What follows belongs to an exercise in optimizing a design on an open flow for small area, a short achievable clock period and few clock cycles; a production flow would make more cautious choices. No functional check of the RTL was part of any run shown here.

<file path="design.v">
`default_nettype none
package plpm_pkg;
	localparam int PIX_W      = 8;
	localparam int PT_W       = 16;
	localparam int REG_POINTS = 6;
	localparam int CNT_W      = 3;
	localparam int IDX_W      = 3;
	localparam logic [PIX_W-1:0] START_POS   = 8'd0;
	localparam logic [PIX_W-1:0] START_LEVEL = 8'd1;
	localparam logic [PIX_W-1:0] END_POS     = 8'd255;
	localparam logic [PIX_W-1:0] END_LEVEL   = 8'd254;
	localparam logic [IDX_W-1:0] REG_COUNT      = 3'd0;
	localparam logic [IDX_W-1:0] REG_POINT0     = 3'd1;
	localparam logic [IDX_W-1:0] REG_POINT_LAST = 3'd6;
endpackage
`default_nettype wire
`default_nettype none
import plpm_pkg::*;
module plpm_queue #(
	parameter int DEPTH = 10
) (
	input  logic             clk,
	input  logic             arst_n,
	input  logic             push,
	input  logic [PIX_W-1:0] din,
	input  logic             pop,
	output logic             vld,
	output logic [PIX_W-1:0] dout
);
	localparam int RN = DEPTH - 1;
	localparam int PW = $clog2(RN);
	logic [PIX_W-1:0] ring_q [RN];
	logic [PW-1:0]    wp_q, rp_q;
	logic [PW:0]      cnt_q;
	logic             hv_q;
	logic [PIX_W-1:0] hd_q;
	logic             ring_empty, head_free, ring_wr, ring_rd;
	assign vld        = hv_q;
	assign dout       = hd_q;
	assign ring_empty = (cnt_q == '0);
	assign head_free  = !hv_q || pop;
	assign ring_rd    = head_free && !ring_empty;
	assign ring_wr    = push && !(head_free && ring_empty);
	always_ff @(posedge clk or negedge arst_n) begin
		if (!arst_n) begin
			hv_q  <= 1'b0;
			wp_q  <= '0;
			rp_q  <= '0;
			cnt_q <= '0;
		end else begin
			if (head_free) begin
				hv_q <= !ring_empty || push;
			end
			if (ring_wr) begin
				wp_q <= (wp_q == PW'(RN - 1)) ? '0 : wp_q + 1'b1;
			end
			if (ring_rd) begin
				rp_q <= (rp_q == PW'(RN - 1)) ? '0 : rp_q + 1'b1;
			end
			cnt_q <= cnt_q + (PW+1)'(ring_wr) - (PW+1)'(ring_rd);
		end
	end
	always_ff @(posedge clk) begin
		if (head_free) begin
			hd_q <= ring_empty ? din : ring_q[rp_q];
		end
		for (int i = 0; i < RN; i++) begin
			if (ring_wr && wp_q == PW'(i)) begin
				ring_q[i] <= din;
			end
		end
	end
endmodule
`default_nettype wire
`default_nettype none
import plpm_pkg::*;
module plpm_datapath #(
	parameter int LAT = 6
) (
	input  logic                        clk,
	input  logic                        arst_n,
	input  logic                        in_vld,
	input  logic [PIX_W-1:0]            in_pix,
	input  logic                        pw_we,
	input  logic [IDX_W-1:0]            pw_addr,
	input  logic [PT_W-1:0]             pw_data,
	input  logic [6:1]                  nv,
	input  logic [5:0][PIX_W-1:0]       ppos,
	input  logic [5:0][PIX_W-1:0]       plev,
	output logic                        out_vld,
	output logic [PIX_W-1:0]            out_pix
);
	logic [LAT:1] v_q;
	always_ff @(posedge clk or negedge arst_n) begin
		if (!arst_n) begin
			v_q <= '0;
		end else begin
			v_q <= {v_q[LAT-1:1], in_vld};
		end
	end
	assign out_vld = v_q[LAT];
	logic [6:0] sel1;
	plpm_pick u_pick (.a(in_pix), .pw_we(pw_we), .pw_addr(pw_addr), .pw_data(pw_data),
		.nv(nv), .ppos(ppos), .sel(sel1));
	logic [PIX_W-1:0] a2_q;
	logic [6:0]       sel2_q;
	always_ff @(posedge clk) begin
		a2_q   <= in_pix;
		sel2_q <= sel1;
	end
	logic [PIX_W-1:0] b2, bl2, e2, el2;
	logic             neg2;
	plpm_ends u_ends (.sel(sel2_q), .nv(nv), .ppos(ppos), .plev(plev),
		.b(b2), .bl(bl2), .e(e2), .el(el2), .neg(neg2));
	logic [PIX_W-1:0] t2, d2, m2, base2;
	plpm_seg u_seg (.a(a2_q), .b(b2), .bl(bl2), .e(e2), .el(el2), .neg(neg2),
		.t(t2), .d(d2), .m(m2), .base(base2));
	logic [PIX_W-1:0] t3_q, m3_q, d3_q, base3_q;
	always_ff @(posedge clk) begin
		t3_q    <= t2;
		m3_q    <= m2;
		d3_q    <= d2;
		base3_q <= base2;
	end
	logic [2*PIX_W-1:0] ys3, yc3;
	plpm_csa u_csa (.t(t3_q), .m(m3_q), .h(d3_q[PIX_W-1:1]), .s(ys3), .c(yc3));
	logic [2*PIX_W-1:0] ys4_q, yc4_q;    
	logic [6:0]         lo4_q;           
	logic [PIX_W-1:0]   d4_q, base4_q;
	logic [PIX_W+1:0]   dt4_q;
	always_ff @(posedge clk) begin
		ys4_q   <= ys3;
		yc4_q   <= yc3;
		lo4_q   <= {1'b0, ys3[5:0]} + {1'b0, yc3[5:0]};
		d4_q    <= d3_q;
		dt4_q   <= {2'b0, d3_q} + {1'b0, d3_q, 1'b0};
		base4_q <= base3_q;
	end
	logic [PIX_W-1:0] r_q  [6:8];
	logic [PIX_W-1:0] w_q  [6:8];
	logic [PIX_W-1:0] dv_q [6:8];
	logic [PIX_W+1:0] dt_q [6:8];
	logic [PIX_W-1:0] bs_q [6:8];
	logic [PIX_W-1:0] r_in  [6:7];
	logic [PIX_W-1:0] w_in  [6:7];
	logic [PIX_W-1:0] dv_in [6:7];
	logic [PIX_W+1:0] dt_in [6:7];
	logic [PIX_W-1:0] bs_in [6:7];
	always_comb begin
		for (int s = 6; s <= 7; s++) begin
			r_in[s]  = r_q[s];
			w_in[s]  = w_q[s];
			dv_in[s] = dv_q[s];
			dt_in[s] = dt_q[s];
			bs_in[s] = bs_q[s];
		end
	end
	begin : g_div0
		logic [PIX_W-1:0] rn;
		logic [1:0]       q;
		logic [6:0]       lo;
		assign lo = lo4_q;
		plpm_div4cs u_d (.zs(ys4_q[15:6]), .zc(yc4_q[15:6]), .cin(lo[6]), .d(d4_q), .d3(dt4_q),
			.q(q), .rn(rn));
		always_ff @(posedge clk) begin
			r_q[6]  <= rn;
			w_q[6]  <= {lo[5:0], q};
			dv_q[6] <= d4_q;
			dt_q[6] <= dt4_q;
			bs_q[6] <= base4_q;
		end
	end
	for (genvar s = 6; s <= 7; s++) begin : g_div
		logic [PIX_W-1:0] rn;
		logic [1:0]       q;
		plpm_div4 u_d (.r(r_in[s]), .bits(w_in[s][7:6]), .d(dv_in[s]), .d3(dt_in[s]), .q(q), .rn(rn));
		always_ff @(posedge clk) begin
			r_q[s+1]  <= rn;
			w_q[s+1]  <= {w_in[s][5:0], q};
			dv_q[s+1] <= dv_in[s];
			dt_q[s+1] <= dt_in[s];
			bs_q[s+1] <= bs_in[s];
		end
	end
	logic [PIX_W-1:0] hi8;
	logic [1:0]       q8;
	logic [PIX_W-1:0] sum8 [4];
	plpm_div4q u_dq (.r(r_q[8]), .bits(w_q[8][7:6]), .d(dv_q[8]), .d3(dt_q[8]), .q(q8));
	always_comb begin
		hi8 = bs_q[8] + {w_q[8][5:0], 2'b00};
		for (int k = 0; k < 4; k++) sum8[k] = hi8 + PIX_W'(k);
	end
	assign out_pix = sum8[q8];
endmodule
module plpm_pick (
	input  logic [PIX_W-1:0]            a,
	input  logic                        pw_we,
	input  logic [IDX_W-1:0]            pw_addr,
	input  logic [PT_W-1:0]             pw_data,
	input  logic [6:1]                  nv,
	input  logic [5:0][PIX_W-1:0]       ppos,
	output logic [6:0]                  sel
);
	logic [5:0] ge, le;
	logic       ge_w, le_w;
	logic [6:1] nve;
	logic [6:0] cond;
	always_comb begin
		ge_w = (a >= pw_data[PT_W-1:PIX_W]);
		le_w = (a <= pw_data[PT_W-1:PIX_W]);
		for (int i = 0; i < 6; i++) begin
			if (pw_we && pw_addr == IDX_W'(i + 1)) begin
				ge[i] = ge_w;
				le[i] = le_w;
			end else begin
				ge[i] = (a >= ppos[i]);
				le[i] = (a <= ppos[i]);
			end
		end
		for (int j = 1; j <= 6; j++) begin
			nve[j] = (pw_we && pw_addr == REG_COUNT) ? (pw_data[CNT_W-1:0] >= CNT_W'(j)) : nv[j];
		end
		cond[0] = !nve[1] || le[0];
		for (int k = 1; k < 6; k++) cond[k] = nve[k] && ge[k-1] && (!nve[k+1] || le[k]);
		cond[6] = nve[6] && ge[5];
		for (int k = 0; k <= 6; k++) begin
			sel[k] = cond[k];
			for (int k2 = k + 1; k2 <= 6; k2++) sel[k] = sel[k] && !cond[k2];
		end
	end
endmodule
module plpm_ends (
	input  logic [6:0]                  sel,
	input  logic [6:1]                  nv,
	input  logic [5:0][PIX_W-1:0]       ppos,
	input  logic [5:0][PIX_W-1:0]       plev,
	output logic [PIX_W-1:0]            b,
	output logic [PIX_W-1:0]            bl,
	output logic [PIX_W-1:0]            e,
	output logic [PIX_W-1:0]            el,
	output logic                        neg
);
	logic       sel_end;
	logic [6:0] fall;    
	always_comb begin
		fall[0] = nv[1] && (plev[0] < START_LEVEL);
		for (int k = 1; k < 6; k++) fall[k] = nv[k+1] ? (plev[k] < plev[k-1]) : (END_LEVEL < plev[k-1]);
		fall[6] = (END_LEVEL < plev[5]);
		neg = |(fall & sel);
		sel_end = sel[6];
		for (int k = 0; k < 6; k++) sel_end = sel_end || (sel[k] && !nv[k+1]);
		b  = '0;
		bl = {7'd0, sel[0]};
		e  = {PIX_W{sel_end}};
		el = {{(PIX_W-1){sel_end}}, 1'b0};
		for (int k = 1; k <= 6; k++) begin
			b  = b  | (ppos[k-1] & {PIX_W{sel[k]}});
			bl = bl | (plev[k-1] & {PIX_W{sel[k]}});
		end
		for (int k = 0; k < 6; k++) begin
			e  = e  | (ppos[k] & {PIX_W{sel[k] && nv[k+1]}});
			el = el | (plev[k] & {PIX_W{sel[k] && nv[k+1]}});
		end
	end
endmodule
module plpm_seg (
	input  logic [PIX_W-1:0] a,
	input  logic [PIX_W-1:0] b,
	input  logic [PIX_W-1:0] bl,
	input  logic [PIX_W-1:0] e,
	input  logic [PIX_W-1:0] el,
	input  logic             neg,
	output logic [PIX_W-1:0] t,
	output logic [PIX_W-1:0] d,
	output logic [PIX_W-1:0] m,
	output logic [PIX_W-1:0] base
);
	logic zero;
	always_comb begin
		zero = (e == b);
		d    = (e - b) | {7'd0, zero};
		m    = (neg ? bl : el) - (neg ? el : bl);
		t    = (neg ? e : a) - (neg ? a : b);
		base = (neg || zero) ? el : bl;
	end
endmodule
module plpm_csa (
	input  logic [PIX_W-1:0]   t,
	input  logic [PIX_W-1:0]   m,
	input  logic [PIX_W-2:0]   h,
	output logic [2*PIX_W-1:0] s,
	output logic [2*PIX_W-1:0] c
);
	localparam int W = 2 * PIX_W;
	logic [W-1:0] l0 [9];
	logic [W-1:0] l1 [6];
	logic [W-1:0] l2 [4];
	logic [W-1:0] l3 [3];
	function automatic logic [2*W-1:0] csa(input logic [W-1:0] x, input logic [W-1:0] y,
		input logic [W-1:0] z);
		logic [W-1:0] sum, cy;
		sum = x ^ y ^ z;
		cy  = ((x & y) | (x & z) | (y & z)) << 1;
		csa = {cy, sum};
	endfunction
	always_comb begin
		for (int j = 0; j < PIX_W; j++) l0[j] = W'(t & {PIX_W{m[j]}}) << j;
		l0[8] = W'(h);
		for (int g = 0; g < 3; g++) {l1[2*g+1], l1[2*g]} = csa(l0[3*g], l0[3*g+1], l0[3*g+2]);
		for (int g = 0; g < 2; g++) {l2[2*g+1], l2[2*g]} = csa(l1[3*g], l1[3*g+1], l1[3*g+2]);
		{l3[1], l3[0]} = csa(l2[0], l2[1], l2[2]);
		l3[2] = l2[3];
		{c, s} = csa(l3[0], l3[1], l3[2]);
	end
endmodule
module plpm_div4 (
	input  logic [PIX_W-1:0] r,
	input  logic [1:0]       bits,
	input  logic [PIX_W-1:0] d,
	input  logic [PIX_W+1:0] d3,
	output logic [1:0]       q,
	output logic [PIX_W-1:0] rn
);
	logic [PIX_W+1:0] z;
	logic [PIX_W+2:0] z1, z2, z3;
	always_comb begin
		z  = {r, bits};
		z1 = {1'b0, z} - {3'b0, d};
		z2 = {1'b0, z} - {2'b0, d, 1'b0};
		z3 = {1'b0, z} - {1'b0, d3};
		if (!z3[PIX_W+2]) begin
			q = 2'd3; rn = z3[PIX_W-1:0];
		end else if (!z2[PIX_W+2]) begin
			q = 2'd2; rn = z2[PIX_W-1:0];
		end else if (!z1[PIX_W+2]) begin
			q = 2'd1; rn = z1[PIX_W-1:0];
		end else begin
			q = 2'd0; rn = z[PIX_W-1:0];
		end
	end
endmodule
module plpm_div4q (
	input  logic [PIX_W-1:0] r,
	input  logic [1:0]       bits,
	input  logic [PIX_W-1:0] d,
	input  logic [PIX_W+1:0] d3,
	output logic [1:0]       q
);
	logic [PIX_W+1:0] z;
	logic             ge1, ge2, ge3;
	always_comb begin
		z   = {r, bits};
		ge1 = (z >= {2'b0, d});
		ge2 = (z >= {1'b0, d, 1'b0});
		ge3 = (z >= d3);
		q   = ge3 ? 2'd3 : ge2 ? 2'd2 : ge1 ? 2'd1 : 2'd0;
	end
endmodule
module plpm_div4cs (
	input  logic [PIX_W+1:0] zs,
	input  logic [PIX_W+1:0] zc,
	input  logic             cin,
	input  logic [PIX_W-1:0] d,
	input  logic [PIX_W+1:0] d3,
	output logic [1:0]       q,
	output logic [PIX_W-1:0] rn
);
	localparam int W = PIX_W + 4;
	logic [W-1:0] z0, z1, z2, z3;
	function automatic logic [W-1:0] sub3(input logic [W-1:0] a, input logic [W-1:0] b,
		input logic c0, input logic [W-1:0] k);
		logic [W-1:0] x, sm, cy;
		x  = ~k;
		sm = a ^ b ^ x;
		cy = {((a & b) | (a & x) | (b & x)), c0};
		sub3 = sm + cy[W-1:0] + W'(1);
	endfunction
	always_comb begin
		z0 = W'(zs) + W'(zc) + W'(cin);
		z1 = sub3(W'(zs), W'(zc), cin, W'(d));
		z2 = sub3(W'(zs), W'(zc), cin, W'({d, 1'b0}));
		z3 = sub3(W'(zs), W'(zc), cin, W'(d3));
		if (!z3[W-1]) begin
			q = 2'd3; rn = z3[PIX_W-1:0];
		end else if (!z2[W-1]) begin
			q = 2'd2; rn = z2[PIX_W-1:0];
		end else if (!z1[W-1]) begin
			q = 2'd1; rn = z1[PIX_W-1:0];
		end else begin
			q = 2'd0; rn = z0[PIX_W-1:0];
		end
	end
endmodule
`default_nettype wire
`default_nettype none
import plpm_pkg::*;
module piecewise_linear_pixel_map_top (
	input  logic             clk,
	input  logic             arst_n,
	input  logic             s_tvalid,
	output logic             s_tready,
	input  logic [7:0]       s_tdata,     
	output logic             m_tvalid,
	input  logic             m_tready,
	output logic [7:0]       m_tdata,     
	input  logic             cfg_we,
	input  logic [IDX_W-1:0] cfg_addr,
	input  logic [PT_W-1:0]  cfg_wdata
);
	localparam int LAT   = 6;             
	localparam int QD    = LAT + 2;       
	localparam int CR_W  = $clog2(QD + 1);
	logic             pw_we;
	logic [IDX_W-1:0] pw_addr;
	logic [PT_W-1:0]  pw_data;
	logic [6:1]       nv_q;               
	logic [5:0][PIX_W-1:0] ppos_q, plev_q;
	logic [PT_W-1:0]  cfg_d;
	always_ff @(posedge clk or negedge arst_n) begin
		if (!arst_n) begin
			pw_we <= 1'b0;
		end else begin
			pw_we <= cfg_we;
		end
	end
	always_ff @(posedge clk) begin
		pw_addr <= cfg_addr;
		pw_data <= cfg_wdata;
	end
	assign cfg_d = pw_data & {PT_W{arst_n}};
	always_ff @(posedge clk) begin
		if (!arst_n || (pw_we && pw_addr == REG_COUNT)) begin
			for (int j = 1; j <= 6; j++) nv_q[j] <= (cfg_d[CNT_W-1:0] >= CNT_W'(j));
		end
		for (int i = 0; i < 6; i++) begin
			if (!arst_n || (pw_we && pw_addr == IDX_W'(i + 1))) begin
				ppos_q[i] <= cfg_d[PT_W-1:PIX_W];
				plev_q[i] <= cfg_d[PIX_W-1:0];
			end
		end
	end
	logic              acc, pop, push;
	logic [PIX_W-1:0]  res;
	logic [CR_W-1:0]   cr_q, cr_d;
	logic              rdy_q;
	assign acc      = s_tvalid && rdy_q;
	assign s_tready = rdy_q;
	assign pop      = m_tvalid && m_tready;
	assign cr_d     = cr_q + CR_W'(acc) - CR_W'(pop);
	always_ff @(posedge clk or negedge arst_n) begin
		if (!arst_n) begin
			cr_q  <= '0;
			rdy_q <= 1'b0;
		end else begin
			cr_q  <= cr_d;
			rdy_q <= (cr_d < CR_W'(QD));
		end
	end
	plpm_datapath #(.LAT(LAT)) u_dp (
		.clk    (clk),
		.arst_n (arst_n),
		.in_vld (acc),
		.in_pix (s_tdata),
		.pw_we  (pw_we),
		.pw_addr(pw_addr),
		.pw_data(pw_data),
		.nv     (nv_q),
		.ppos   (ppos_q),
		.plev   (plev_q),
		.out_vld(push),
		.out_pix(res)
	);
	plpm_queue #(.DEPTH(QD)) u_q (
		.clk    (clk),
		.arst_n (arst_n),
		.push   (push),
		.din    (res),
		.pop    (pop),
		.vld    (m_tvalid),
		.dout   (m_tdata)
	);
endmodule
`default_nettype wire
</file>
<file path="run.sh">
#!/bin/bash
# synth_recipe.tcl (not shown) runs the flow's synth.tcl, then flattens the netlist and writes it again
# the make line also repeats each setting of config.mk as NAME=value (left out here)
make -C /OpenROAD-flow-scripts/flow DESIGN_CONFIG=/design/flow/config.mk WORK_HOME=/design/flow/orfs CLKGATE_MAP_FILE= SYNTH_SCRIPT=/design/flow/synth_recipe.tcl finish
</file>
<file path="config.mk">
export PLATFORM = sky130hd
export DESIGN_NAME = piecewise_linear_pixel_map_top
export DESIGN_NICKNAME = piecewise_linear_pixel_map_top
export VERILOG_FILES = /design/flow/design.v
export SDC_FILE = /design/flow/constraint.sdc
export NUM_CORES = 4
export LEC_CHECK = 0
export CAP_MARGIN = 20
export CORE_MARGIN = 2
export CORE_UTILIZATION = 55
export CTS_CLUSTER_DIAMETER = 100
export CTS_CLUSTER_SIZE = 20
export SETUP_SLACK_MARGIN = 4.9
export SLEW_MARGIN = 20
</file>
<file path="constraint.sdc">
create_clock -name core_clock -period 8.5 [get_ports {clk}]
set_input_delay 1.7000 -clock core_clock [delete_from_list [all_inputs] [get_ports {clk}]]
set_output_delay 1.7000 -clock core_clock [all_outputs]
set_load 0.01 [all_outputs]
</file>
==> impl_results.md, run 1 <==
* R2R depth at 22
* CP Class: flip-flop to flip-flop
* Core area at 44200 sq um
* Top_reg_cell synth: dfxtp_1
* Vias in the first global route at 17800
* Post-route ant nets at 0
* Most common cell in the netlist: inv_1
* Synthesized area at 24600 sq um
* Critical Path Sink Type: flip-flop
* Seq/Total Area, Yosys at 42.2%
* Net count after synthesis at 2736
* Die W at 215 microns
* DRT Wirelength at 61100 microns
* Clock latency at the later pin of the worst-skew pair at 0.57 ns
* Slew HR at 24.6%
* Drt pass-1 iters at 6
* Layout area overhead at 11.5%
* Final Util at 62.0%
* Largest net degree at the start of global routing at 49
* I/O Pins at 42
* Starting Density at 55.6%
* Clk buf depth at 3
* CTS tree: yes
* H-tree depth at 1
* Setup TNS at 0 ns
* CP Max Fanout at 6
* Critical path data required time at 8.98 ns
* CTS Buf Count at 25
* Avg WL per Cell at 20.2 microns
* RR Startpoint: plev_q[6]$_DFFE_PP_
* Hold_ws at 0.314 ns
* RR Endpoint: u_dp.t3_q[7]$_DFF_P_
* Post-synth ARST share at 5.35%
* Hold Path End: u_dp.bs_q[8][3]$_DFF_P_
* Post-synth top cells: inv_1, ha_1, dfxtp_1, edfxtp_1, a21oi_1
* Diodes inserted at 0
* Synth warnings at 37
* Rows at 77
* Mean Syn Cell Area at 10.5 sq um
* Pins Over Slew Limit at 0
* Synth top area cells: edfxtp_1, dfxtp_1, ha_1, fa_1, inv_1
* Initial antenna violation count at 0
* Hold crit path type: flip-flop to flip-flop
* Worst clock skew at 0.0214 ns
* DR iter-0 viols at 1255
* DRC at 0
* Post-synth EDFFs at 166
* Dominant cell type by area after synthesis: edfxtp_1
* Cells after Synth at 2333
* Chip height at 215 microns
* CTS sink cnt at 430
* DP HPWL at 45200 microns
* Final hold vios at 0
* Clk root buf: clkbuf_16
* Endpoints failing setup at 0
* RSZ-0062 raised after global routing: true
* Outcome: complete, no violations
* First-pass GRT wire length at 97300 microns
* WP data arrival at 4.33 ns
* CP Launch Type: flip-flop
* Final Net Count at 2825
* Synth unique cells at 76
* Reg clk slew, reported paths at 0.09 ns
* Max Cap Viol at 0
* Fill cells at 3620
* Final Instance Area at 27400 sq um
* Tmin final at 3.85 ns
* Worst Max-Slew Pin Slew at 1.13 ns
* R2R Setup Slk at 4.65 ns
* Hold buffer count at CTS at 0
* Share of layout cells above drive strength 1 at 9.32%
* Part of the cycle the worst path needs at 45.3%
* GRT Total Usage at 26.6%
* Synth Register Bits at 430
* Worst hold path stage count at 0
* Dpl cell area at 25700 sq um
* Die area at 46400 sq um
* IO Port Bufs at 41
* Via-per-instance ratio at 5.76
* GP Congestion at 0.930
* Fmax at 260 MHz
* Grt ovf at 0
* Via count at 17400
* Hold_sp: u_dp.bs_q[7][3]$_DFF_P_
* Setup crit start: plev_q[6]$_DFFE_PP_
* Yosys top cell area share at 20.3%
critical path: stages, from the launching register on:
cell,delay [ns]
edfxtp_1,0.43
inv_1,0.10
ha_4,0.27
nor2_2,0.04
a2111oi_4,0.28
nand4_1,0.14
a221oi_2,0.26
nand4_1,0.15
buf_6,0.15
buf_12,0.13
buf_4,0.13
buf_6,0.11
nor2_4,0.09
a21oi_2,0.04
ha_1,0.29
nor2b_4,0.13
o21ai_2,0.15
a21oi_2,0.09
o21ai_1,0.14
nand2b_1,0.09
a21oi_2,0.16
xor2_1,0.20
xnor2_1,0.18
layout by cell type (no fill, tap or decap), types with 80 or more instances in the layout:
master | netlist | layout
fa_1 | 86 | 83
dfxtp_1 | 241 | 233
and2_1 | 89 | 86
inv_1 | 316 | 314
a22oi_1 | 95 | 94
edfxtp_1 | 166 | 166
nor2_1 | 90 | 83
ha_1 | 285 | 272
nand2_1 | 80 | 80
a21oi_1 | 123 | 109
area by class of cell:
| cell class | count | area (sq um) | share of cell area, % |
|---|---|---|---|
| Clock buffer | 38 | 696 | 2.54 |
| Clock inverter | 2 | 33.8 | 0.123 |
| Inverter | 317 | 1190 | 4.35 |
| Multi-Input combinational cell | 1535 | 13400 | 48.7 |
| Sequential cell | 430 | 10400 | 37.9 |
| Tap cell | 592 | 741 | 2.70 |
| Timing Repair Buffer | 113 | 1000 | 3.65 |
through the flow:
step,setup WS (ns),instances
after global placement,3.82,2931
after global routing,4.54,3027
after CTS,4.72,3005
after floorplan,4.96,2333
after detailed placement,3.77,2931
final,4.65,3027
state kept, by name, indices dropped and copies added, names as in the netlist, 9 cells and up:
| register | count |
|---|---|
| u_dp.ys4_q | 12 |
| ppos_q | 48 |
| u_dp.dt4_q | 9 |
| u_dp.w_q | 24 |
| u_dp.dv_q | 24 |
| u_dp.dt_q | 27 |
| plev_q | 48 |
| u_dp.bs_q | 24 |
| pw_data | 16 |
| u_dp.yc4_q | 10 |
| u_dp.r_q | 24 |
| u_q.ring_q | 56 |
repair_timing:
action | 4_1_cts | 5_1_grt
setup buffers | 32 | 22
endpoints found under the hold margin | 0 | 0
resized for setup | 97 | 64
pin swaps | 28 | 34
gates cloned | 2 | 0
endpoints found under the setup margin | 56 | 111
cell families (layout without fill, tap and decap cells):
logic type,count (synthesis),in the layout,synth area share (%)
buffers and inverters,368,470,5.65
DFF,430,430,42.2
and+or+nand+nor,516,516,11.3
muxes,63,63,2.69
AOI/OAI and AO/OA,503,503,13.7
adders and majority gates,371,371,21.5
xor gates and xnor gates,82,82,2.92
layer usage:
| layer | global-route usage (%) | vias to the layer above | part of all wire, % |
|---|---|---|---|
| met5 | 0 | - | 0 |
| met4 | 8.57 | 0 | 3.3 |
| met3 | 2.75 | 126 | 4.8 |
| met2 | 43.9 | 471 | 45 |
| met1 | 36.9 | 8462 | 46 |
| li1 | - | 8370 | - |
how the worst max path moves through the flow:
stage / end / depth (start not counted) / slack (ns)
finish: u_dp.t3_q[7]$_DFF_P_ / 22 / 4.65
global route: u_dp.t3_q[7]$_DFF_P_ / 23 / 4.54
CTS: u_dp.m3_q[7]$_DFF_P_ / 19 / 4.72
detailed placement: u_dp.sel2_q[0]$_DFF_P_ / 10 / 3.77
global placement: u_dp.sel2_q[0]$_DFF_P_ / 10 / 3.82
floorplan: u_dp.t3_q[7]$_DFF_P_ / 20 / 4.96
==> run 2: changes to the inputs <==
--- a/design.v
+++ b/design.v
@@ -29,33 +29,13 @@
 );
-	localparam int RN = DEPTH - 1;
-	localparam int PW = $clog2(RN);
-	logic [PIX_W-1:0] ring_q [RN];
-	logic [PW-1:0]    wp_q, rp_q;
-	logic [PW:0]      cnt_q;
-	logic             hv_q;
-	logic [PIX_W-1:0] hd_q;
-	logic             ring_empty, head_free, ring_wr, ring_rd;
-	assign vld        = hv_q;
-	assign dout       = hd_q;
-	assign ring_empty = (cnt_q == '0);
-	assign head_free  = !hv_q || pop;
-	assign ring_rd    = head_free && !ring_empty;
-	assign ring_wr    = push && !(head_free && ring_empty);
+	logic [DEPTH-1:0]            full_q;    
+	logic [DEPTH-1:0][PIX_W-1:0] ent_q;
+	assign vld  = full_q[0];
+	assign dout = ent_q[0];
 	always_ff @(posedge clk or negedge arst_n) begin
 		if (!arst_n) begin
-			hv_q  <= 1'b0;
-			wp_q  <= '0;
-			rp_q  <= '0;
-			cnt_q <= '0;
-		end else begin
-			if (head_free) begin
-				hv_q <= !ring_empty || push;
-			end
-			if (ring_wr) begin
-				wp_q <= (wp_q == PW'(RN - 1)) ? '0 : wp_q + 1'b1;
-			end
-			if (ring_rd) begin
-				rp_q <= (rp_q == PW'(RN - 1)) ? '0 : rp_q + 1'b1;
-			end
-			cnt_q <= cnt_q + (PW+1)'(ring_wr) - (PW+1)'(ring_rd);
+			full_q <= '0;
+		end else if (push && !pop) begin
+			full_q <= {full_q[DEPTH-2:0], 1'b1};
+		end else if (pop && !push) begin
+			full_q <= {1'b0, full_q[DEPTH-1:1]};
 		end
@@ -63,8 +43,13 @@
 	always_ff @(posedge clk) begin
-		if (head_free) begin
-			hd_q <= ring_empty ? din : ring_q[rp_q];
-		end
-		for (int i = 0; i < RN; i++) begin
-			if (ring_wr && wp_q == PW'(i)) begin
-				ring_q[i] <= din;
+		for (int i = 0; i < DEPTH; i++) begin
+			if (pop) begin
+				if (i == DEPTH - 1) begin
+					ent_q[i] <= din;
+				end else if (push && !full_q[i+1]) begin
+					ent_q[i] <= din;
+				end else begin
+					ent_q[i] <= ent_q[i+1];
+				end
+			end else if (push && !full_q[i] && (i == 0 || full_q[i-1])) begin
+				ent_q[i] <= din;
 			end
@@ -83,5 +68,2 @@
 	input  logic [PIX_W-1:0]            in_pix,
-	input  logic                        pw_we,
-	input  logic [IDX_W-1:0]            pw_addr,
-	input  logic [PT_W-1:0]             pw_data,
 	input  logic [6:1]                  nv,
@@ -101,17 +83,14 @@
 	assign out_vld = v_q[LAT];
-	logic [6:0] sel1;
-	plpm_pick u_pick (.a(in_pix), .pw_we(pw_we), .pw_addr(pw_addr), .pw_data(pw_data),
-		.nv(nv), .ppos(ppos), .sel(sel1));
-	logic [PIX_W-1:0] a2_q;
-	logic [6:0]       sel2_q;
+	logic [PIX_W-1:0] b1, bl1, e1, el1;
+	plpm_sel u_sel (.a(in_pix), .nv(nv), .ppos(ppos), .plev(plev), .b(b1), .bl(bl1), .e(e1), .el(el1));
+	logic [PIX_W-1:0] a2_q, b2_q, bl2_q, e2_q, el2_q;
 	always_ff @(posedge clk) begin
-		a2_q   <= in_pix;
-		sel2_q <= sel1;
+		a2_q  <= in_pix;
+		b2_q  <= b1;
+		bl2_q <= bl1;
+		e2_q  <= e1;
+		el2_q <= el1;
 	end
-	logic [PIX_W-1:0] b2, bl2, e2, el2;
-	logic             neg2;
-	plpm_ends u_ends (.sel(sel2_q), .nv(nv), .ppos(ppos), .plev(plev),
-		.b(b2), .bl(bl2), .e(e2), .el(el2), .neg(neg2));
 	logic [PIX_W-1:0] t2, d2, m2, base2;
-	plpm_seg u_seg (.a(a2_q), .b(b2), .bl(bl2), .e(e2), .el(el2), .neg(neg2),
+	plpm_seg u_seg (.a(a2_q), .b(b2_q), .bl(bl2_q), .e(e2_q), .el(el2_q),
 		.t(t2), .d(d2), .m(m2), .base(base2));
@@ -126,4 +105,3 @@
 	plpm_csa u_csa (.t(t3_q), .m(m3_q), .h(d3_q[PIX_W-1:1]), .s(ys3), .c(yc3));
-	logic [2*PIX_W-1:0] ys4_q, yc4_q;    
-	logic [6:0]         lo4_q;           
+	logic [2*PIX_W-1:0] ys4_q, yc4_q;
 	logic [PIX_W-1:0]   d4_q, base4_q;
@@ -133,3 +111,2 @@
 		yc4_q   <= yc3;
-		lo4_q   <= {1'b0, ys3[5:0]} + {1'b0, yc3[5:0]};
 		d4_q    <= d3_q;
@@ -161,3 +138,3 @@
 		logic [6:0]       lo;
-		assign lo = lo4_q;
+		assign lo = {1'b0, ys4_q[5:0]} + {1'b0, yc4_q[5:0]};
 		plpm_div4cs u_d (.zs(ys4_q[15:6]), .zc(yc4_q[15:6]), .cin(lo[6]), .d(d4_q), .d3(dt4_q),
@@ -194,33 +171,23 @@
 endmodule
-module plpm_pick (
+module plpm_sel (
 	input  logic [PIX_W-1:0]            a,
-	input  logic                        pw_we,
-	input  logic [IDX_W-1:0]            pw_addr,
-	input  logic [PT_W-1:0]             pw_data,
 	input  logic [6:1]                  nv,
 	input  logic [5:0][PIX_W-1:0]       ppos,
-	output logic [6:0]                  sel
+	input  logic [5:0][PIX_W-1:0]       plev,
+	output logic [PIX_W-1:0]            b,
+	output logic [PIX_W-1:0]            bl,
+	output logic [PIX_W-1:0]            e,
+	output logic [PIX_W-1:0]            el
 );
 	logic [5:0] ge, le;
-	logic       ge_w, le_w;
-	logic [6:1] nve;
-	logic [6:0] cond;
+	logic [6:0] cond, sel;
+	logic       sel_end;
 	always_comb begin
-		ge_w = (a >= pw_data[PT_W-1:PIX_W]);
-		le_w = (a <= pw_data[PT_W-1:PIX_W]);
 		for (int i = 0; i < 6; i++) begin
-			if (pw_we && pw_addr == IDX_W'(i + 1)) begin
-				ge[i] = ge_w;
-				le[i] = le_w;
-			end else begin
-				ge[i] = (a >= ppos[i]);
-				le[i] = (a <= ppos[i]);
-			end
-		end
-		for (int j = 1; j <= 6; j++) begin
-			nve[j] = (pw_we && pw_addr == REG_COUNT) ? (pw_data[CNT_W-1:0] >= CNT_W'(j)) : nv[j];
+			ge[i] = (a >= ppos[i]);
+			le[i] = (a <= ppos[i]);
 		end
-		cond[0] = !nve[1] || le[0];
-		for (int k = 1; k < 6; k++) cond[k] = nve[k] && ge[k-1] && (!nve[k+1] || le[k]);
-		cond[6] = nve[6] && ge[5];
+		cond[0] = !nv[1] || le[0];
+		for (int k = 1; k < 6; k++) cond[k] = nv[k] && ge[k-1] && (!nv[k+1] || le[k]);
+		cond[6] = nv[6] && ge[5];
 		for (int k = 0; k <= 6; k++) begin
@@ -229,22 +196,2 @@
 		end
-	end
-endmodule
-module plpm_ends (
-	input  logic [6:0]                  sel,
-	input  logic [6:1]                  nv,
-	input  logic [5:0][PIX_W-1:0]       ppos,
-	input  logic [5:0][PIX_W-1:0]       plev,
-	output logic [PIX_W-1:0]            b,
-	output logic [PIX_W-1:0]            bl,
-	output logic [PIX_W-1:0]            e,
-	output logic [PIX_W-1:0]            el,
-	output logic                        neg
-);
-	logic       sel_end;
-	logic [6:0] fall;    
-	always_comb begin
-		fall[0] = nv[1] && (plev[0] < START_LEVEL);
-		for (int k = 1; k < 6; k++) fall[k] = nv[k+1] ? (plev[k] < plev[k-1]) : (END_LEVEL < plev[k-1]);
-		fall[6] = (END_LEVEL < plev[5]);
-		neg = |(fall & sel);
 		sel_end = sel[6];
@@ -271,3 +218,2 @@
 	input  logic [PIX_W-1:0] el,
-	input  logic             neg,
 	output logic [PIX_W-1:0] t,
@@ -277,3 +223,4 @@
 );
-	logic zero;
+	logic zero, neg;
+	logic [PIX_W:0] dl;
 	always_comb begin
@@ -281,4 +228,6 @@
 		d    = (e - b) | {7'd0, zero};
-		m    = (neg ? bl : el) - (neg ? el : bl);
-		t    = (neg ? e : a) - (neg ? a : b);
+		dl   = {1'b0, el} - {1'b0, bl};
+		neg  = dl[PIX_W];
+		m    = neg ? bl - el : dl[PIX_W-1:0];
+		t    = neg ? e - a : a - b;
 		base = (neg || zero) ? el : bl;
@@ -412,5 +361,2 @@
 	localparam int CR_W  = $clog2(QD + 1);
-	logic             pw_we;
-	logic [IDX_W-1:0] pw_addr;
-	logic [PT_W-1:0]  pw_data;
 	logic [6:1]       nv_q;               
@@ -418,16 +364,5 @@
 	logic [PT_W-1:0]  cfg_d;
-	always_ff @(posedge clk or negedge arst_n) begin
-		if (!arst_n) begin
-			pw_we <= 1'b0;
-		end else begin
-			pw_we <= cfg_we;
-		end
-	end
-	always_ff @(posedge clk) begin
-		pw_addr <= cfg_addr;
-		pw_data <= cfg_wdata;
-	end
-	assign cfg_d = pw_data & {PT_W{arst_n}};
+	assign cfg_d = cfg_wdata & {PT_W{arst_n}};
 	always_ff @(posedge clk) begin
-		if (!arst_n || (pw_we && pw_addr == REG_COUNT)) begin
+		if (!arst_n || (cfg_we && cfg_addr == REG_COUNT)) begin
 			for (int j = 1; j <= 6; j++) nv_q[j] <= (cfg_d[CNT_W-1:0] >= CNT_W'(j));
@@ -435,3 +370,3 @@
 		for (int i = 0; i < 6; i++) begin
-			if (!arst_n || (pw_we && pw_addr == IDX_W'(i + 1))) begin
+			if (!arst_n || (cfg_we && cfg_addr == IDX_W'(i + 1))) begin
 				ppos_q[i] <= cfg_d[PT_W-1:PIX_W];
@@ -463,5 +398,2 @@
 		.in_pix (s_tdata),
-		.pw_we  (pw_we),
-		.pw_addr(pw_addr),
-		.pw_data(pw_data),
 		.nv     (nv_q),
--- a/config.mk
+++ b/config.mk
@@ -12,3 +12,3 @@
 export CTS_CLUSTER_SIZE = 20
-export SETUP_SLACK_MARGIN = 4.9
+export SETUP_SLACK_MARGIN = 4.8
 export SLEW_MARGIN = 20
==> run 2 against run 1 <==
Against the previous run: hold slack lost 0.013 ns; final cell count decreased by 3.4%; critical path type is now input pin to flip-flop; highest routed layer unchanged.
==> impl_results.md, run 2 <==
* Avg WL per Cell at 19.0 microns
* Critical Path Sink Type: flip-flop
* I/O Pins at 42
* Fmax at 267 MHz
* Pins Over Slew Limit at 0
* Worst clock skew at 0.0337 ns
* Via count at 16300
* Max reg flops at 64
* RR Startpoint: u_dp.ys4_q[7]$_DFF_P_
* Dominant cell type by area after synthesis: dfxtp_1
* Clk root buf: clkbuf_16
* Most flops, register: u_q.ent_q
* Net count after synthesis at 2625
* GRT Total Usage at 24.3%
* DP HPWL at 42300 microns
* DRT Wirelength at 55500 microns
* Largest registers: u_q.ent_q: 64 flops, plev_q: 48 flops, ppos_q: 48 flops
* Post-synth ARST share at 4.37%
* Chip height at 213 microns
* Via-per-instance ratio at 5.57
* Critical path data required time at 8.97 ns
* Fin cells at 2924
* CTS tree: yes
* Placed insts at 2842
* Die area at 45500 sq um
* WP data arrival at 4.21 ns
* Tmin final at 3.74 ns
* Grt ovf at 0
* DR iter-0 viols at 997
* Share of layout cells above drive strength 1 at 9.06%
* Slew HR at 40.6%
* RR Endpoint: u_dp.r_q[6][6]$_DFF_P_
* GP Congestion at 0.878
* Initial antenna violation count at 1
* Reg clk slew, reported paths at 0.08 ns
* Starting Density at 55.8%
* Commonest non-fill, non-tap cell in the layout: inv_1
* Die W at 213 microns
* Seq/Total Area, Yosys at 43.5%
* CTS sink cnt at 435
* Synth warnings at 36
* Max Cap Viol at 0
* Synth Register Bits at 435
* Worst Max-Slew Pin Slew at 0.888 ns
* Yosys top cell area share at 20.8%
* Rows at 76
* Synthesized area at 24100 sq um
* IO Port Bufs at 41
* Post-route ant nets at 0
* R2R depth at 12
* Final Net Count at 2695
* RSZ-0062 raised after global routing: true
* R2R Setup Slk at 4.91 ns
* Fill cells at 3591
* First-pass GRT wire length at 85900 microns
* Cells after Synth at 2255
* Synth top area cells: dfxtp_1, edfxtp_1, ha_1, fa_1, inv_1
* Part of the cycle the worst path needs at 44.0%
* Synth unique cells at 84
* Clock latency at the later pin of the worst-skew pair at 0.59 ns
* Most common cell in the netlist: inv_1
* Clk buf depth at 3
* Core area at 43200 sq um
* CP Launch Type: input pin
* CP Class: input pin to flip-flop
* Final hold vios at 0
* CP Max Fanout at 8
* Hold_sp: u_dp.bs_q[6][4]$_DFF_P_
* DRC at 0
* Most frequent cells in the layout: inv_1, dfxtp_1, ha_1, edfxtp_1, nand2_1
* Setup TNS at 0 ns
* Outcome: complete, no violations
* Mean Syn Cell Area at 10.7 sq um
* Endpoints failing setup at 0
* Diodes inserted at 0
* Layout area overhead at 10.3%
* Worst hold path stage count at 0
* Top_reg_cell synth: dfxtp_1
* Hold buffer count at CTS at 0
* Post-synth top cells: inv_1, ha_1, dfxtp_1, edfxtp_1, nand2_1
* Hold crit path type: flip-flop to flip-flop
* Largest net degree at the start of global routing at 44
* CTS Buf Count at 26
* Drt pass-1 iters at 5
* Vias in the first global route at 15900
* H-tree depth at 1
* Hold Path End: u_dp.bs_q[7][4]$_DFF_P_
* Post-synth EDFFs at 166
==> run 2: repair_timing <==
item,4_1_cts,5_1_grt
pin swaps,13,22
buffers inserted,20,17
endpoints found under the setup margin,64,34
gates cloned,1,2
gates resized for setup,72,39
==> run 2: metrics by stage <==
step	instance area, sq um	hold WS, ns	utilization (%)	worst slack [ns]
6_report	26600	0.301	61.5	4.76
2_1_floorplan	24200	0.310	-	4.56
4_1_cts	26200	0.312	60.7	4.80
5_1_grt	26600	0.327	61.5	4.71
3_5_place_dp	25200	0.312	58.3	3.10
3_3_place_gp	25200	0.310	58.3	3.21
==> run 2: worst max path at each step <==
stage / start / to / slack, ns / cells past startpoint
floorplan: s_tdata[0] / u_dp.el2_q[1]$_DFF_P_ / 4.56 / 12
global placement: s_tdata[1] / u_dp.el2_q[0]$_DFF_P_ / 3.21 / 10
detailed placement: s_tdata[1] / u_dp.el2_q[1]$_DFF_P_ / 3.10 / 10
CTS: s_tdata[2] / u_dp.el2_q[1]$_DFF_P_ / 4.80 / 10
global route: s_tdata[7] / u_dp.e2_q[3]$_DFF_P_ / 4.71 / 10
finish: s_tdata[0] / u_dp.el2_q[1]$_DFF_P_ / 4.76 / 12
==> run 2: per-layer routing <==
layer  up-vias  share of wire (%)  GRT usage [%]
li1       7958                  -              -
met1      7905                 47           35.2
met2       376                 46           39.2
met3        59                5.5           2.88
met4         0                1.8           5.70
met5         -                  0              0
==> run 2: cell type report <==
cell class | instances | area (sq um) | share of cell area, %
Multi-Input combinational cell | 1469 | 12600 | 47.6
Tap cell | 585 | 732 | 2.76
Clock buffer | 38 | 696 | 2.62
Inverter | 300 | 1130 | 4.25
Clock inverter | 4 | 73.8 | 0.278
Timing Repair Buffer | 93 | 823 | 3.10
Sequential cell | 435 | 10500 | 39.4
==> run 2: cells by family after synthesis <==
family,synth area share (%)
buffers and inverters,5.78
multiplexers,3.14
adder cells (fa/ha/maj),20.3
XOR/XNOR,3.05
AND/OR/NAND/NOR,10.9
AO/OA/AOI/OAI,13.4
flip-flops,43.5
==> run 2: worst max-delay path: stages <==
cell        delay, ns
buf_8            0.08
clkinvlp_4       0.17
ha_4             0.31
nand2b_4         0.11
a211oi_2         0.06
o211a_1          0.28
or2_4            0.29
buf_6            0.13
and3_4           0.20
a22o_1           0.23
a221o_1          0.26
a2111o_1         0.39

## afterwards: timing with drivers on the ports
The results above use ideal ports. As a check the final layouts listed here were re-extracted and re-timed, cells and wires unchanged.
Step 1, drivers: a clkbuf_16 drives clk and a buf_2 each remaining input, both assumed.
Step 2 also shifts input and output timing later by t, the mid clock arrival at the registers, as if the neighbouring blocks saw the same clock.
a / b / c = no drivers / after step 1 / after step 2; a / b = the first two.
run	t, ns	slack for setup (ns)	worst setup path at the end	cell pins on the clock port's net
run 1	0.620	4.649 / 4.649 / 4.463	input to register	1
run 2	0.631	4.761 / 4.768 / 4.137	input to register	1
After both steps every run listed still meets setup and hold. The setup slack of run 2, which loses most, moves by +0.007 ns with the drivers and by -0.624 ns with both steps.
